What follows belongs to an exercise in optimizing a design on an open flow for small area; a production flow would make more cautious choices.
The RTL was checked by simulation tests, not by an equivalence proof against the original design.
Power figures rest on the tool's default switching activity, not on a simulated workload.

// dcache
module dcache #(
  parameter int IDX_W = 3
) (
  input  logic        CLK,
  input  logic        nRST,
  input  logic        halt,
  input  logic        dmemREN,
  input  logic        dmemWEN,
  input  logic [31:0] dmemaddr,
  input  logic [31:0] dmemstore,
  output logic        dhit,
  output logic [31:0] dmemload,
  output logic        flushed,
  output logic        dREN,
  output logic        dWEN,
  output logic [31:0] daddr,
  output logic [31:0] dstore,
  input  logic [31:0] dload,
  input  logic        dwait
);
Size: roughly 740 flip-flops, ~200 I/O pins, about 27,000 sq um of cells after synthesis.
Settings: LEC_CHECK=0, CAP_MARGIN=5, CORE_MARGIN=2, CORE_UTILIZATION=60, PLACE_DENSITY=0.7, SLEW_MARGIN=5, SYNTH_HIERARCHICAL=1, SYNTH_MINIMUM_KEEP_SIZE=0; clock period 12.0 ns.
standard.sh (not shown) runs the stock make flow with config.mk's settings and CLKGATE_MAP_FILE= SYNTH_SCRIPT=/design/flow/synth_recipe.tcl, a recipe that flattens the netlist after the stock synthesis.
==> flow/flow/run.sh <==
#!/bin/bash
# Standard ORFS layout with: small port buffers; drivers of high-fanout
# enable/select nets sized before placement (flow/presize.tcl); a clock tree
# built from small clock buffers without dummy loads. ORFS writes each
# tool's full log under orfs/logs/; the make output goes to flow_make.log.
set -euo pipefail
export BUFFER_PORTS_ARGS="-buffer_cell sky130_fd_sc_hd__buf_1"
export PRE_GLOBAL_PLACE_TCL="$PWD/flow/presize.tcl"
export CTS_ARGS="-sink_clustering_enable -repair_clock_nets -dont_use_dummy_load -root_buf sky130_fd_sc_hd__clkbuf_4 -buf_list {sky130_fd_sc_hd__clkbuf_4} -sink_clustering_size 10 -sink_clustering_max_diameter 50"
bash standard.sh finish > flow_make.log 2>&1
==> flow/flow/presize.tcl <==
set n_up 0
set n_down 0
foreach inst [[ord::get_db_block] getInsts] {
  set m [[$inst getMaster] getName]
  if {![regexp {^sky130_fd_sc_hd__([a-z0-9]+)_([0-9]+)$} $m -> fn drive]} { continue }
  if {[regexp {^(df|edf|sdf|dl|clk|buf|conb|tap|fill|decap|diode|ha|fa)} $fn]} { continue }
  set fo 0
  foreach it [$inst getITerms] {
    if {[$it isOutputSignal] && [$it getNet] != "NULL"} {
      set fo [expr {[llength [[$it getNet] getITerms]] - 1}]
    }
  }
  if {$fn == "and2" && $fo >= 12 && $drive != 4} {
    replace_cell [$inst getName] sky130_fd_sc_hd__and2_4
    incr n_up
  } elseif {$drive > 1 && $fo <= 4} {
    set small sky130_fd_sc_hd__${fn}_1
    if {[llength [get_lib_cells -quiet $small]] > 0} {
      replace_cell [$inst getName] $small
      incr n_down
    }
  }
}
puts "presize: $n_up drivers sized up, $n_down gates sized down"
The first run completed with no timing, DRC or antenna violations.
Change:
==> flow/flow/run.sh (replaced) <==
#!/bin/bash
# Standard ORFS layout, with small port buffers and a clock tree built from
# small clock buffers without dummy loads. ORFS writes each tool's full log
# under orfs/logs/; the make output goes to flow_make.log here.
set -euo pipefail
export BUFFER_PORTS_ARGS="-buffer_cell sky130_fd_sc_hd__buf_1"
export CTS_ARGS="-sink_clustering_enable -repair_clock_nets -dont_use_dummy_load -root_buf sky130_fd_sc_hd__clkbuf_4 -buf_list {sky130_fd_sc_hd__clkbuf_4} -sink_clustering_size 10 -sink_clustering_max_diameter 50"
bash standard.sh finish > flow_make.log 2>&1
removed: flow/flow/presize.tcl
Wire length went up slightly.
Setup slack got worse by 0.40 ns.
Sequential power stays flat.
Power went up slightly.
Cell count climbs slightly.
Die area is unchanged.
Maximum frequency went down by a few percent.
Synthesized area stays the same.

== v40 ==
The RTL this note starts from:
==> flow/design.v <==
module dcache #(
  parameter int IDX_W = 3
) (
  input  logic        CLK,
  input  logic        nRST,
  input  logic        halt,
  input  logic        dmemREN,
  input  logic        dmemWEN,
  input  logic [31:0] dmemaddr,
  input  logic [31:0] dmemstore,
  output logic        dhit,
  output logic [31:0] dmemload,
  output logic        flushed,
  output logic        dREN,
  output logic        dWEN,
  output logic [31:0] daddr,
  output logic [31:0] dstore,
  input  logic [31:0] dload,
  input  logic        dwait
);
  localparam int SETS  = 1 << IDX_W;
  localparam int TAG_W = 29 - IDX_W;
  logic                r_w, r_f, r_h, r_r;
  logic                n_w, n_f, n_h, n_r;
  logic [IDX_W-1:0]    r_fidx;
  logic [SETS-1:0]     r_valid;
  logic [SETS-1:0]     r_dirty;
  logic [TAG_W-1:0]    r_tag   [SETS];
  logic [31:0]         r_word0 [SETS];
  logic [31:0]         r_word1 [SETS];
  logic                w_idle, w_done, w_fchk, w_fl1;
  logic [IDX_W-1:0]    w_idx;
  logic [TAG_W-1:0]    w_tag_rd;
  logic [SETS-1:0]     w_oh8;
  logic [2*SETS-1:0]   w_oh16, w_we16;
  logic [SETS-1:0]     w_wetag;
  logic [SETS/2-1:0]   w_pre4;
  logic [1:0]          w_wsel;
  logic                w_vd, w_hit, w_sthit, w_miss, w_last;
  logic                w_rsel, w_wr, w_tagwr;
  logic [31:0]         w_wdata;
  logic                w_unused;
  assign w_unused = &{1'b0, dmemaddr[1:0]};
  assign w_idle = ~(r_w | r_f | r_r);
  assign w_done = r_f & r_h & ~r_w;
  assign w_fchk = r_f & ~r_h & ~r_w;
  assign w_fl1  = r_f & r_h & r_w;
  assign w_last = &r_fidx;
  assign w_idx    = r_f ? r_fidx : dmemaddr[2+IDX_W:3];
  assign w_vd     = |(w_oh8 & r_valid & r_dirty);
  assign w_rsel   = w_idle ? dmemaddr[2] : r_h;
  always_comb begin
    for (int i = 0; i < SETS/2; i++) w_pre4[i] = (w_idx[IDX_W-1:1] == i);
  end
  for (genvar i = 0; i < SETS; i++) begin : g_dec
    if (i % 2 == 0) begin : g_even
      dcache_and2 u_d (.a(w_pre4[i/2]), .b(~w_idx[0]), .y(w_oh8[i]));
    end else begin : g_odd
      dcache_and2 u_d (.a(w_pre4[i/2]), .b(w_idx[0]),  .y(w_oh8[i]));
    end
  end
  assign w_wsel = {w_wr & w_rsel, w_wr & ~w_rsel};
  for (genvar i = 0; i < SETS; i++) begin : g_sel
    dcache_and2 u_r0 (.a(w_oh8[i]), .b(~w_rsel),   .y(w_oh16[2*i]));
    dcache_and2 u_r1 (.a(w_oh8[i]), .b(w_rsel),    .y(w_oh16[2*i + 1]));
    dcache_and2 u_w0 (.a(w_oh8[i]), .b(w_wsel[0]), .y(w_we16[2*i]));
    dcache_and2 u_w1 (.a(w_oh8[i]), .b(w_wsel[1]), .y(w_we16[2*i + 1]));
    dcache_and2 u_wt (.a(w_oh8[i]), .b(w_tagwr),   .y(w_wetag[i]));
  end
  for (genvar b = 0; b < TAG_W; b++) begin : g_tag_rd
    logic [SETS-1:0] col;
    for (genvar i = 0; i < SETS; i++) begin : g_i
      assign col[i] = r_tag[i][b];
    end
    dcache_rd8 u_rd (.oh(w_oh8), .d(col), .q(w_tag_rd[b]));
  end
  for (genvar b = 0; b < 32; b++) begin : g_word_rd
    logic [2*SETS-1:0] col;
    for (genvar i = 0; i < SETS; i++) begin : g_i
      assign col[2*i]     = r_word0[i][b];
      assign col[2*i + 1] = r_word1[i][b];
    end
    dcache_rd16 u_rd (.oh(w_oh16), .d(col), .q(dmemload[b]));
  end
  assign dstore = dmemload;
  assign w_hit   = w_idle & ~halt & (dmemREN | dmemWEN) &
                   (|(w_oh8 & r_valid)) & (w_tag_rd == dmemaddr[31:3+IDX_W]);
  assign w_miss  = w_idle & ~halt & (dmemREN | dmemWEN) & ~w_hit;
  assign w_sthit = w_hit & dmemWEN;
  assign dhit    = w_hit;
  assign dREN    = r_r;
  assign dWEN    = r_w;
  assign flushed = w_done;
  assign daddr   = {w_tag_rd, w_idx, r_h, 2'b00};
  always_comb begin
    {n_w, n_f, n_h, n_r} = {r_w, r_f, r_h, r_r};
    if (w_idle) begin
      if (halt)        {n_w, n_f, n_h, n_r} = 4'b0100;
      else if (w_miss) {n_w, n_f, n_h, n_r} = w_vd ? 4'b1000 : 4'b0001;
    end else if (w_fchk) begin
      if (w_vd)        {n_w, n_f, n_h, n_r} = 4'b1100;
      else if (w_last) {n_w, n_f, n_h, n_r} = 4'b0110;
    end else if (!w_done && !dwait) begin
      if (!r_h)        n_h = 1'b1;                           
      else if (r_r)    {n_w, n_f, n_h, n_r} = 4'b0000;       
      else if (!r_f)   {n_w, n_f, n_h, n_r} = 4'b0001;       
      else             {n_w, n_f, n_h, n_r} = w_last ? 4'b0110 : 4'b0100;  
    end
  end
  always_ff @(posedge CLK or negedge nRST) begin
    if (!nRST) {r_w, r_f, r_h, r_r} <= 4'b0000;
    else       {r_w, r_f, r_h, r_r} <= {n_w, n_f, n_h, n_r};
  end
  always_ff @(posedge CLK) begin
    if (!r_f)                                  r_fidx <= '0;
    else if ((w_fchk & ~w_vd) | (w_fl1 & ~dwait)) r_fidx <= r_fidx + 1'b1;
  end
  assign w_wr    = r_r | w_sthit;
  assign w_wdata = ~(r_r ? dload : dmemstore);    
  assign w_tagwr = (w_miss & ~w_vd) | (r_w & r_h & ~r_f & ~dwait);
  always_ff @(posedge CLK or negedge nRST) begin
    if (!nRST) r_valid <= '0;
    else       r_valid <= r_valid | w_wetag;
  end
  always_ff @(posedge CLK) begin
    for (int i = 0; i < SETS; i++) begin
      if (w_oh8[i] & w_wr)  r_dirty[i] <= ~r_r;
      if (w_wetag[i])       r_tag[i]   <= dmemaddr[31:3+IDX_W];
      if (w_we16[2*i])      r_word0[i] <= w_wdata;
      if (w_we16[2*i + 1])  r_word1[i] <= w_wdata;
    end
  end
endmodule
module dcache_and2 (
  input  logic a, b,
  output logic y
);
  assign y = a & b;
endmodule
module dcache_aoi222 (
  input  logic a0, a1, b0, b1, c0, c1,
  output logic y
);
  assign y = ~((a0 & a1) | (b0 & b1) | (c0 & c1));
endmodule
module dcache_nand2 (
  input  logic a, b,
  output logic y
);
  assign y = ~(a & b);
endmodule
module dcache_nand4 (
  input  logic [3:0] a,
  output logic       y
);
  assign y = ~&a;
endmodule
module dcache_nand3 (
  input  logic [2:0] a,
  output logic       y
);
  assign y = ~&a;
endmodule
module dcache_aoi211 (
  input  logic a0, a1, b, c,
  output logic y
);
  assign y = ~((a0 & a1) | b | c);
endmodule
module dcache_rd8 (
  input  logic [7:0] oh,
  input  logic [7:0] d,
  output logic       q
);
  logic [3:0] t;
  dcache_aoi222 u0 (.a0(oh[0]), .a1(d[0]), .b0(oh[1]), .b1(d[1]), .c0(oh[2]), .c1(d[2]), .y(t[0]));
  dcache_aoi222 u1 (.a0(oh[3]), .a1(d[3]), .b0(oh[4]), .b1(d[4]), .c0(oh[5]), .c1(d[5]), .y(t[1]));
  dcache_nand2  u2 (.a(oh[6]), .b(d[6]), .y(t[2]));
  dcache_nand2  u3 (.a(oh[7]), .b(d[7]), .y(t[3]));
  dcache_nand4  u4 (.a(t), .y(q));
endmodule
module dcache_rd16 (
  input  logic [15:0] oh,
  input  logic [15:0] d,
  output logic        q
);
  logic [4:0] t;
  logic [1:0] n;
  dcache_aoi222 u0 (.a0(oh[0]),  .a1(d[0]),  .b0(oh[1]),  .b1(d[1]),  .c0(oh[2]),  .c1(d[2]),  .y(t[0]));
  dcache_aoi222 u1 (.a0(oh[3]),  .a1(d[3]),  .b0(oh[4]),  .b1(d[4]),  .c0(oh[5]),  .c1(d[5]),  .y(t[1]));
  dcache_aoi222 u2 (.a0(oh[6]),  .a1(d[6]),  .b0(oh[7]),  .b1(d[7]),  .c0(oh[8]),  .c1(d[8]),  .y(t[2]));
  dcache_aoi222 u3 (.a0(oh[9]),  .a1(d[9]),  .b0(oh[10]), .b1(d[10]), .c0(oh[11]), .c1(d[11]), .y(t[3]));
  dcache_aoi222 u4 (.a0(oh[12]), .a1(d[12]), .b0(oh[13]), .b1(d[13]), .c0(oh[14]), .c1(d[14]), .y(t[4]));
  dcache_nand3  u5 (.a(t[2:0]), .y(n[0]));
  dcache_nand2  u6 (.a(t[3]), .b(t[4]), .y(n[1]));
  dcache_aoi211 u7 (.a0(oh[15]), .a1(d[15]), .b(n[0]), .c(n[1]), .y(q));
endmodule
export LEC_CHECK = 0
export CAP_MARGIN = 5
export CORE_MARGIN = 2
export CORE_UTILIZATION = 60
export PLACE_DENSITY = 0.7
export SLEW_MARGIN = 5
export SYNTH_HIERARCHICAL = 1
export SYNTH_MINIMUM_KEEP_SIZE = 0
create_clock -name core_clock -period 12.0 [get_ports {CLK}]
==> flow/flow/run.sh <==
#!/bin/bash
# Standard ORFS layout with: small port buffers; drivers of high-fanout
# enable/select nets sized before placement (flow/presize.tcl); a clock tree
# built from small clock buffers without dummy loads. ORFS writes each
# tool's full log under orfs/logs/; the make output goes to flow_make.log.
set -euo pipefail
export BUFFER_PORTS_ARGS="-buffer_cell sky130_fd_sc_hd__buf_1"
export PRE_GLOBAL_PLACE_TCL="$PWD/flow/presize.tcl"
export CTS_ARGS="-sink_clustering_enable -repair_clock_nets -dont_use_dummy_load -root_buf sky130_fd_sc_hd__clkbuf_4 -buf_list {sky130_fd_sc_hd__clkbuf_4} -sink_clustering_size 10 -sink_clustering_max_diameter 50"
bash standard.sh finish > flow_make.log 2>&1
==> flow/flow/presize.tcl <==
set n_up 0
set n_down 0
foreach inst [[ord::get_db_block] getInsts] {
  set m [[$inst getMaster] getName]
  if {![regexp {^sky130_fd_sc_hd__([a-z0-9]+)_([0-9]+)$} $m -> fn drive]} { continue }
  if {[regexp {^(df|edf|sdf|dl|clk|buf|conb|tap|fill|decap|diode|ha|fa)} $fn]} { continue }
  set fo 0
  foreach it [$inst getITerms] {
    if {[$it isOutputSignal] && [$it getNet] != "NULL"} {
      set fo [expr {[llength [[$it getNet] getITerms]] - 1}]
    }
  }
  if {$fn == "and2" && $fo >= 12 && $drive != 4} {
    replace_cell [$inst getName] sky130_fd_sc_hd__and2_4
    incr n_up
  } elseif {$drive > 1 && $fo <= 10} {
    set small sky130_fd_sc_hd__${fn}_1
    if {[llength [get_lib_cells -quiet $small]] > 0} {
      replace_cell [$inst getName] $small
      incr n_down
    }
  }
}
puts "presize: $n_up drivers sized up, $n_down gates sized down"
> inputs changed (v40 -> v58)
- CORE_UTILIZATION changed from 60 to 70
- PLACE_DENSITY changed from 0.7 to 0.8
diff --git a/flow/flow/presize.tcl b/flow/flow/presize.tcl
--- a/flow/flow/presize.tcl
+++ b/flow/flow/presize.tcl
@@ -12,4 +12,4 @@
   }
-  if {$fn == "and2" && $fo >= 12 && $drive != 4} {
-    replace_cell [$inst getName] sky130_fd_sc_hd__and2_4
+  if {$fn == "and2" && $fo >= 12 && $drive != 2} {
+    replace_cell [$inst getName] sky130_fd_sc_hd__and2_2
     incr n_up
[summary]
- v58 does worse than v40 on via count.
- v58 against v40: die footprint lower, power drawn by the combinational cells roughly the same, total power roughly the same.
- Route | v58 vs v40 | wire shorter in v58
- Comparing v58 with v40, the fraction of cell area in non-clock buffers came out essentially unchanged.
- [compare] base=v40 new=v58: final cycle utilization of the critical path now sits higher; portion of total power attributed to the clock network now sits at about the same level.
- When v58 is measured against v40, its layout-stage area growth over the synthesis result turns out 0.46 points lower.
Input changes introduced in v10 (baseline for comparison: v58):
- swapping 0.8 for 0.7 in PLACE_DENSITY
- swapping 70 for 60 in CORE_UTILIZATION
[summary]
Delta (v10 minus v58): worst-case setup slack after placement saw a decrease; layout cell share with drive strength beyond 1 saw a decrease; clock power share saw an increase.

## separate check: timing with driven ports
No port has a modelled driver above. Below, the same layouts with a new extraction and two added sets of constraints. Step 1: set_driving_cell puts a clkbuf_16 on CLK and a buf_2 on each other input, an assumption about the parent block. Step 2 moves the port delays by t, midway between the first and last clock arrival at a register: inputs arrive t later, outputs are due t later. That takes back most of the time a late clock gives input paths. a / b / c = ideal / step 1 / step 2; a / b = the first two.
run | shift t [ns] | setup WS [ns] | pins driven straight from the clock port
the first run of note 1 | 0.822 | 3.822 / 3.796 / 3.796 | 1
the second run of note 1 | 0.822 | 3.422 / 3.398 / 3.398 | 1
v40 | 0.813 | 3.248 / 3.227 / 3.227 | 1
v58 | 0.810 | 3.211 / 3.190 / 3.190 | 1
v10 | 0.838 | 3.154 / 3.131 / 3.131 | 1
After both steps setup and hold are still met in every run listed. For the first run of note 1, which loses most, drivers alone change the setup slack by -0.026 ns; drivers and shift together by -0.026 ns.
